This is an optimization exercise on Yosys and OpenROAD, whose aim is small area, not a production implementation. The RTL was checked by simulation tests, not by an equivalence proof against the original design. Power is estimated from default activity; no workload was simulated.

==> design/flow/design.v <==
`timescale 1ns/10ps
package ccPkg;
	parameter int CellCount = 16;
	parameter int WordWidth = 32;
	parameter int VoltWidth = WordWidth / 2;
	parameter int CouplingY = 8;
	parameter int CouplingXY = 3;
	parameter int CouplingShift = 6;
	parameter int SinkCredits = 2;
endpackage
`timescale 1ns/10ps
module wordLineLoader #(
	parameter int WordLinesPerBlock = 8192
) (
	input logic clk,
	input logic reset,
	input logic inValid,
	input logic [ccPkg::CellCount*ccPkg::WordWidth-1:0] inWords,
	output logic laneValid,
	output logic [ccPkg::CellCount*ccPkg::VoltWidth-1:0] laneVictim,
	output logic [ccPkg::CellCount*ccPkg::VoltWidth-1:0] laneStepSelf,
	output logic [ccPkg::CellCount*ccPkg::VoltWidth-1:0] laneStepLeft,
	output logic [ccPkg::CellCount*ccPkg::VoltWidth-1:0] laneStepRight
);
	localparam int CellCount = ccPkg::CellCount;
	localparam int WordWidth = ccPkg::WordWidth;
	localparam int VoltWidth = ccPkg::VoltWidth;
	localparam int CountWidth = $clog2(WordLinesPerBlock);
	logic [CountWidth-1:0] wordCount;
	logic lastWordLine;
	logic laneValidQ;
	logic [VoltWidth-1:0] presentVolt [CellCount];
	logic [VoltWidth-1:0] previousVolt [CellCount];
	logic [VoltWidth-1:0] clampedStep [CellCount];
	logic [VoltWidth-1:0] step [CellCount];
	logic [VoltWidth-1:0] inProgrammed [CellCount];
	logic [VoltWidth-1:0] inInitVolt [CellCount];
	assign lastWordLine = (wordCount == CountWidth'(WordLinesPerBlock - 1));
	always_comb
	begin
		for (int c = 0; c < CellCount; c++)
		begin
			inProgrammed[c] = inWords[c*WordWidth+VoltWidth +: VoltWidth];
			inInitVolt[c] = inWords[c*WordWidth +: VoltWidth];
			if (inProgrammed[c] > inInitVolt[c])
				clampedStep[c] = inProgrammed[c] - inInitVolt[c];
			else
				clampedStep[c] = '0;
		end
	end
	always_ff @(posedge clk or posedge reset)
	begin
		if (reset)
		begin
			wordCount <= '0;
			laneValidQ <= 1'b0;
			for (int c = 0; c < CellCount; c++)
				presentVolt[c] <= '0;
		end
		else
		begin
			laneValidQ <= inValid;
			if (inValid)
			begin
				for (int c = 0; c < CellCount; c++)
					presentVolt[c] <= inProgrammed[c];
				wordCount <= lastWordLine ? '0 : wordCount + 1'b1;
			end
		end
	end
	always_ff @(posedge clk)
	begin
		if (inValid)
		begin
			for (int c = 0; c < CellCount; c++)
			begin
				previousVolt[c] <= presentVolt[c];
				step[c] <= (wordCount == '0) ? '0 : clampedStep[c];
			end
		end
	end
	assign laneValid = laneValidQ;
	for (genvar c = 0; c < CellCount; c++)
	begin : gLane
		assign laneVictim[c*VoltWidth +: VoltWidth] = previousVolt[c];
		assign laneStepSelf[c*VoltWidth +: VoltWidth] = step[c];
		if (c == 0)
		begin : gLeftEdge
			assign laneStepLeft[c*VoltWidth +: VoltWidth] = '0;
		end
		else
		begin : gLeft
			assign laneStepLeft[c*VoltWidth +: VoltWidth] = step[c-1];
		end
		if (c == CellCount - 1)
		begin : gRightEdge
			assign laneStepRight[c*VoltWidth +: VoltWidth] = '0;
		end
		else
		begin : gRight
			assign laneStepRight[c*VoltWidth +: VoltWidth] = step[c+1];
		end
	end
endmodule
`timescale 1ns/10ps
module couplingCell (
	input logic clk,
	input logic reset,
	input logic laneValid,
	input logic [ccPkg::VoltWidth-1:0] victim,
	input logic [ccPkg::VoltWidth-1:0] stepSelf,
	input logic [ccPkg::VoltWidth-1:0] stepLeft,
	input logic [ccPkg::VoltWidth-1:0] stepRight,
	output logic cellValid,
	output logic [ccPkg::VoltWidth-1:0] cellVth
);
	localparam int VoltWidth = ccPkg::VoltWidth;
	localparam int CouplingY = ccPkg::CouplingY;
	localparam int CouplingXY = ccPkg::CouplingXY;
	localparam int CouplingShift = ccPkg::CouplingShift;
	localparam int SumWidth = VoltWidth + 4;
	localparam int TotalWidth = VoltWidth + 1;
	logic [SumWidth-1:0] weighted;
	logic [SumWidth-1:0] shifted;
	logic [TotalWidth-1:0] total;
	always_comb
	begin
		weighted = SumWidth'(stepSelf) * SumWidth'(CouplingY)
			+ (SumWidth'(stepLeft) + SumWidth'(stepRight)) * SumWidth'(CouplingXY);
		shifted = weighted >> CouplingShift;
		total = {1'b0, victim} + TotalWidth'(shifted);
	end
	always_ff @(posedge clk or posedge reset)
	begin
		if (reset)
			cellValid <= 1'b0;
		else
			cellValid <= laneValid;
	end
	always_ff @(posedge clk)
	begin
		if (laneValid)
		begin
			if (total[VoltWidth])
				cellVth <= '1;
			else
				cellVth <= total[VoltWidth-1:0];
		end
	end
endmodule
`timescale 1ns/10ps
module vthCollector #(
	parameter int FifoDepth = 4
) (
	input logic clk,
	input logic reset,
	input logic [ccPkg::CellCount-1:0] cellValid,
	input logic [ccPkg::CellCount*ccPkg::VoltWidth-1:0] cellVth,
	output logic outValid,
	output logic [ccPkg::CellCount*ccPkg::VoltWidth-1:0] outVth,
	input logic outCredit,
	output logic inCredit
);
	localparam int CellCount = ccPkg::CellCount;
	localparam int VoltWidth = ccPkg::VoltWidth;
	localparam int SinkCredits = ccPkg::SinkCredits;
	localparam int LineBits = CellCount * VoltWidth;
	localparam int PtrWidth = (FifoDepth > 1) ? $clog2(FifoDepth) : 1;
	localparam int FillWidth = $clog2(FifoDepth + 1);
	localparam int CreditWidth = $clog2(SinkCredits + 1);
	logic [LineBits-1:0] fifoMem [FifoDepth];
	logic [PtrWidth-1:0] wrPtr;
	logic [PtrWidth-1:0] rdPtr;
	logic [FillWidth-1:0] fill;
	logic [CreditWidth-1:0] credits;
	logic push;
	logic pop;
	logic fifoEmpty;
	logic fifoFull;
	logic [PtrWidth-1:0] wrPtrNext;
	logic [PtrWidth-1:0] rdPtrNext;
	assign wrPtrNext = (wrPtr == PtrWidth'(FifoDepth - 1)) ? '0 : wrPtr + 1'b1;
	assign rdPtrNext = (rdPtr == PtrWidth'(FifoDepth - 1)) ? '0 : rdPtr + 1'b1;
	assign push = &cellValid;
	assign fifoEmpty = (fill == '0);
	assign fifoFull = (fill == FillWidth'(FifoDepth));
	assign pop = !fifoEmpty && (credits != '0);
	assign outValid = pop;
	assign inCredit = pop;
	assign outVth = fifoMem[rdPtr];
	always_ff @(posedge clk)
	begin
		if (push)
			fifoMem[wrPtr] <= cellVth;
	end
	always_ff @(posedge clk or posedge reset)
	begin
		if (reset)
		begin
			wrPtr <= '0;
			rdPtr <= '0;
			fill <= '0;
			credits <= CreditWidth'(SinkCredits);
		end
		else
		begin
			if (push)
				wrPtr <= wrPtrNext;
			if (pop)
				rdPtr <= rdPtrNext;
			case ({push, pop})
				2'b10: fill <= fill + 1'b1;
				2'b01: fill <= fill - 1'b1;
				default: fill <= fill;
			endcase
			case ({pop, outCredit})
				2'b10: credits <= credits - 1'b1;
				2'b01: credits <= credits + 1'b1;
				default: credits <= credits;
			endcase
		end
	end
endmodule
`timescale 1ns/10ps
module cciChannel #(
	parameter int WordLinesPerBlock = 8192,
	parameter int FifoDepth = 4
) (
	input logic clk,
	input logic reset,
	input logic inValid,
	input logic [ccPkg::CellCount*ccPkg::WordWidth-1:0] inWords,
	output logic inCredit,
	output logic outValid,
	output logic [ccPkg::CellCount*ccPkg::VoltWidth-1:0] outVth,
	input logic outCredit
);
	localparam int CellCount = ccPkg::CellCount;
	localparam int VoltWidth = ccPkg::VoltWidth;
	localparam int LineBits = CellCount * VoltWidth;
	logic laneValid;
	logic [LineBits-1:0] laneVictim;
	logic [LineBits-1:0] laneStepSelf;
	logic [LineBits-1:0] laneStepLeft;
	logic [LineBits-1:0] laneStepRight;
	logic [CellCount-1:0] cellValid;
	logic [LineBits-1:0] cellVth;
	wordLineLoader #(
		.WordLinesPerBlock(WordLinesPerBlock)
	) i_loader (
		.clk(clk),
		.reset(reset),
		.inValid(inValid),
		.inWords(inWords),
		.laneValid(laneValid),
		.laneVictim(laneVictim),
		.laneStepSelf(laneStepSelf),
		.laneStepLeft(laneStepLeft),
		.laneStepRight(laneStepRight)
	);
	for (genvar c = 0; c < CellCount; c++)
	begin : gCell
		couplingCell i_cell (
			.clk(clk),
			.reset(reset),
			.laneValid(laneValid),
			.victim(laneVictim[c*VoltWidth +: VoltWidth]),
			.stepSelf(laneStepSelf[c*VoltWidth +: VoltWidth]),
			.stepLeft(laneStepLeft[c*VoltWidth +: VoltWidth]),
			.stepRight(laneStepRight[c*VoltWidth +: VoltWidth]),
			.cellValid(cellValid[c]),
			.cellVth(cellVth[c*VoltWidth +: VoltWidth])
		);
	end
	vthCollector #(
		.FifoDepth(FifoDepth)
	) i_collector (
		.clk(clk),
		.reset(reset),
		.cellValid(cellValid),
		.cellVth(cellVth),
		.outValid(outValid),
		.outVth(outVth),
		.outCredit(outCredit),
		.inCredit(inCredit)
	);
endmodule
==> design/flow/run.sh <==
#!/bin/bash
# synth_recipe.tcl (not shown) runs the flow's synth.tcl, then flattens the netlist and writes it again
# the make line also repeats each setting of config.mk as NAME=value (left out here)
make -C /OpenROAD-flow-scripts/flow DESIGN_CONFIG=/design/flow/config.mk WORK_HOME=/design/flow/orfs CLKGATE_MAP_FILE= SYNTH_SCRIPT=/design/flow/synth_recipe.tcl finish
==> design/flow/config.mk <==
export PLATFORM = sky130hd
export DESIGN_NAME = cciChannel
export DESIGN_NICKNAME = cciChannel
export VERILOG_FILES = /design/flow/design.v
export SDC_FILE = /design/flow/constraint.sdc
export NUM_CORES = 4
export LEC_CHECK = 0
export CAP_MARGIN = 20
export CORE_MARGIN = 2
export CORE_UTILIZATION = 40
export PLACE_DENSITY = 0.6
export SLEW_MARGIN = 20
==> design/flow/constraint.sdc <==
create_clock -name core_clock -period 10.0 [get_ports {clk}]
set_input_delay 2.0000 -clock core_clock [delete_from_list [all_inputs] [get_ports {clk}]]
set_output_delay 2.0000 -clock core_clock [all_outputs]
set_load 0.01 [all_outputs]
==> flow_metrics.env <==
export IMPL_status="finished clean"
export IMPL_fp_dieW_um=549
export IMPL_htreeDepth=4
export IMPL_required_ns=10.63
export IMPL_area_growth_pct=17.4
export IMPL_skew_ns=0.0622
export IMPL_syn_inst=9561
export IMPL_drv_cap=0
export IMPL_core_area_sq_um=297000
export IMPL_clk_transition_reported_paths_ns=0.07
export IMPL_cts_tree="built"
export IMPL_leakagePower_nw=57.1
export IMPL_wl_met3_um=18100
export IMPL_synth_simple_area_share=0.0885
export IMPL_max_slew_worst_pin_slew_ns=1.18
export IMPL_arrival_ns=8.09
export IMPL_fin_area_sq_um=140000
export IMPL_grt_pass1_wl_um=488000
export IMPL_max_clock_path_buffers=4
export IMPL_hold_buffers=0
export IMPL_period_needed_ns=7.45
export IMPL_cts_buffers=230
export IMPL_routed_wl_met2_um=156000
export IMPL_yosysWarningCount=9
export IMPL_place_area_sq_um=132000
export IMPL_hpwlAfterDp_um=252000
export IMPL_wl_met1_um=145000
export IMPL_routed_top_layer="met5"
export IMPL_slew_violations=0
export IMPL_synth_seq_cells=2072
export IMPL_fin_crit_sh=0.745
export IMPL_synth_edf_count=1792
export IMPL_finalSetupViolations=0
export IMPL_wl_per_cell_um=22.5
export IMPL_synth_top_family_by_area="adder cells"
export IMPL_root_buffer="clkbuf_16"
export IMPL_start_util=0.401
export IMPL_clk_latency_ns=0.90
export IMPL_drive_gt1_frac=0.0926
export IMPL_critPathLaunchType="register"
export IMPL_yosys_area_top_type="edfxtp_1"
export IMPL_synth_top_area_frac=0.452
export IMPL_dp_cells=14192
export IMPL_synth_ff_type="edfxtp_1"
export IMPL_first_global_vias=78591
export IMPL_vias=78174
export IMPL_synth_seq_area_share=0.511
export IMPL_die_area_sq_um=302000
export IMPL_synth_nets=11357
export IMPL_synth_xor_area_frac=0.0522
export IMPL_io_pin_count=774
export IMPL_rsz0062_at_grt="no"
export IMPL_drtIter0Drc=5825
export IMPL_synthAdderAreaFrac=0.148
export IMPL_cts_resized=0
export IMPL_grt_max_degree=173
export IMPL_gp_congestion=0.903
export IMPL_worstSetupPathType="register to register"
export IMPL_post_synth_cell_area_avg_sq_um=12.4
export IMPL_port_buffers=773
export IMPL_antenna_left=0
export IMPL_p_per_area_nw_per_um2=398
export IMPL_max_freq_mhz=134
export IMPL_die_h_um=549
export IMPL_max_slew_margin_rel=0.212
export IMPL_grt_ovfl_total=0
export IMPL_fin_cells=14647
export IMPL_crit_fanout=16
export IMPL_whs_ns=0.426
export IMPL_grt_usage=0.214
export IMPL_wl_um=330000
export IMPL_end_kind="register"
export IMPL_synth_compound_area_frac=0.0917
export IMPL_synth_area_leaders="edfxtp_1 45%, ha_1 11%, dfrtp_1 5.9%, mux4_2 4.8%, fa_1 3.6%"
export IMPL_hold_viol=0
export IMPL_nets=12281
export IMPL_via_per_inst=5.34
export IMPL_drtPass1Iterations=6
export IMPL_synthArstFlopShare=0.135
export IMPL_cts_sinks=2072
export IMPL_drc=0
export IMPL_setup_tns_ns=0
export IMPL_mostFrequentLayoutCells="1792 x edfxtp_1, 1065 x ha_1, 938 x inv_1"
export IMPL_syn_area_sq_um=119000
export IMPL_rows=200
export IMPL_fin_total_pwr_mw=55.6
export IMPL_peakVddDrop_mv=0.317
export IMPL_post_cts_buffers=0
export IMPL_final_common_cell="edfxtp_1"
export IMPL_antenna_found_initial=51
export IMPL_hp_class="register to register"
export IMPL_ys_types=73
export IMPL_synth_mux_area_frac=0.0749
[routing by layer]
layer  vias up  track usage
li1      36920            -
met1     38727        0.293
met2      2057        0.350
met3       468       0.0296
met4         2       0.0757
met5         -            0
[cells by family after synthesis]
family                   Yosys count
XOR/XNOR                         709
buffers and inverters           1064
AND/OR/NAND/NOR                 2213
adder cells (fa/ha/maj)         1280
multiplexers                     537
AO/OA/AOI/OAI                   1686
flip-flops                      2072
[cells in the mapped netlist (80+ instances only)]
cell type,count
a21o_1,325
a21oi_1,423
inv_1,939
fa_1,215
nand2b_1,150
nand2_1,542
nand3_1,128
nor2b_1,149
edfxtp_1,1792
dfrtp_1,279
ha_1,1065
mux2_2,273
o21ai_0,369
xnor2_1,363
nor3_1,244
mux4_2,256
xor2_1,346
o21a_1,88
clkbuf_1,80
nor2_1,660
[cell type report]
cell class	instances	area, sq um
multi-input cells	6425	54200
diodes	26	65.1
clock buffers	290	6150
inverters	939	3530
well taps	3939	4930
flip-flops and latches	2072	60800
fillers	26307	157000
clock inverters	139	1680
repair buffers	817	8250
[power by group]
group	switching, mW	internal [mW]	total (mW)	leakage (nW)
logic	18.5	13.8	32.2	33.0
registers	1.27	13.4	14.7	20.3
clock network	3.61	5.14	8.75	3.79
total	23.3	32.3	55.6	57.1
[worst paths after layout]
kind	startpoint	end	slack (ns)	depth (start not counted)
hold reg to reg	i_loader.presentVolt[15][4]$_DFFE_PP0P_	i_loader.previousVolt[15][4]$_DFFE_PP_	0.43	0
max in group asynchronous	reset	i_loader.presentVolt[6][10]$_DFFE_PP0P_	6.73	3
setup reg to reg	i_loader.step[11][1]$_SDFFCE_PP0P_	gCell[12].i_cell.cellVth[15]$_SDFFCE_PP1P_	2.55	25
hold / removal	i_loader.presentVolt[15][4]$_DFFE_PP0P_	i_loader.previousVolt[15][4]$_DFFE_PP_	0.43	0
min in group asynchronous	reset	i_loader.presentVolt[13][1]$_DFFE_PP0P_	1.72	2
setup / recovery	i_loader.step[11][1]$_SDFFCE_PP0P_	gCell[12].i_cell.cellVth[15]$_SDFFCE_PP1P_	2.55	25
[through the flow]
step / utilization / setup slack, ns
after CTS: 0.471 / 2.59
final: 0.471 / 2.55
after detailed placement: 0.444 / 2.64
after global placement: 0.444 / 2.69
after floorplan: - / 0.279
after global routing: 0.471 / 1.89
[state kept, by name, indices dropped and copies added, names as in the netlist]
signal,count
i_collector.fifoMem,1024
i_loader.step,256
i_loader.wordCount,13
i_collector.rdPtr,2
i_loader.laneValidQ,1
i_loader.presentVolt,256
i_collector.credits,2
gCell.i_cell.cellValid,1
i_collector.fill,3
i_collector.wrPtr,2
i_loader.previousVolt,256
gCell.i_cell.cellVth,256
[critical path: stages (launching register included)]
cell and delay [ns]:
edfxtp_1 0.59, inv_1 0.33, fa_1 0.53, nor2b_1 0.11
o21ai_0 0.13, a21boi_0 0.25, o21ai_0 0.16, a21oi_1 0.24
a31oi_1 0.18, o21ai_0 0.42, mux2i_1 0.14, a2111oi_0 0.84
fa_1 0.55, inv_1 0.07, ha_1 0.26, nor3_1 0.21
nor2_1 0.07, o41a_1 0.15, a311oi_1 0.40, ha_1 0.35
a21oi_1 0.19, o211ai_1 0.15, nand3_1 0.12, a21o_1 0.39
nand2_1 0.09, mux2_2 0.27

-- afterwards: timing with drivers on the ports --
The flow's constraints put no driver on any port. The routed layout listed below was extracted and timed again, unchanged, in two steps.
Step 1, drivers: a clkbuf_16 drives clk and a buf_2 each remaining input, both assumed.
Step 2 times the ports against the registers' clock, not the clock port: input delays grow and output delays shrink by t, the midpoint of the rising clock arrivals with the driver on.
a / b / c = ideal ports / drivers / drivers and shift; a / b = the first two.
t, ns: 0.963
setup slack, ns: 2.546 / 2.546 / 2.546
hold WS [ns]: 0.426 / 0.426 / 0.426
pins driven straight from the clock port: 1
After both steps this run still meets setup and hold. The setup slack of this run moves by 0.000 ns with the drivers and by 0.000 ns with both steps.
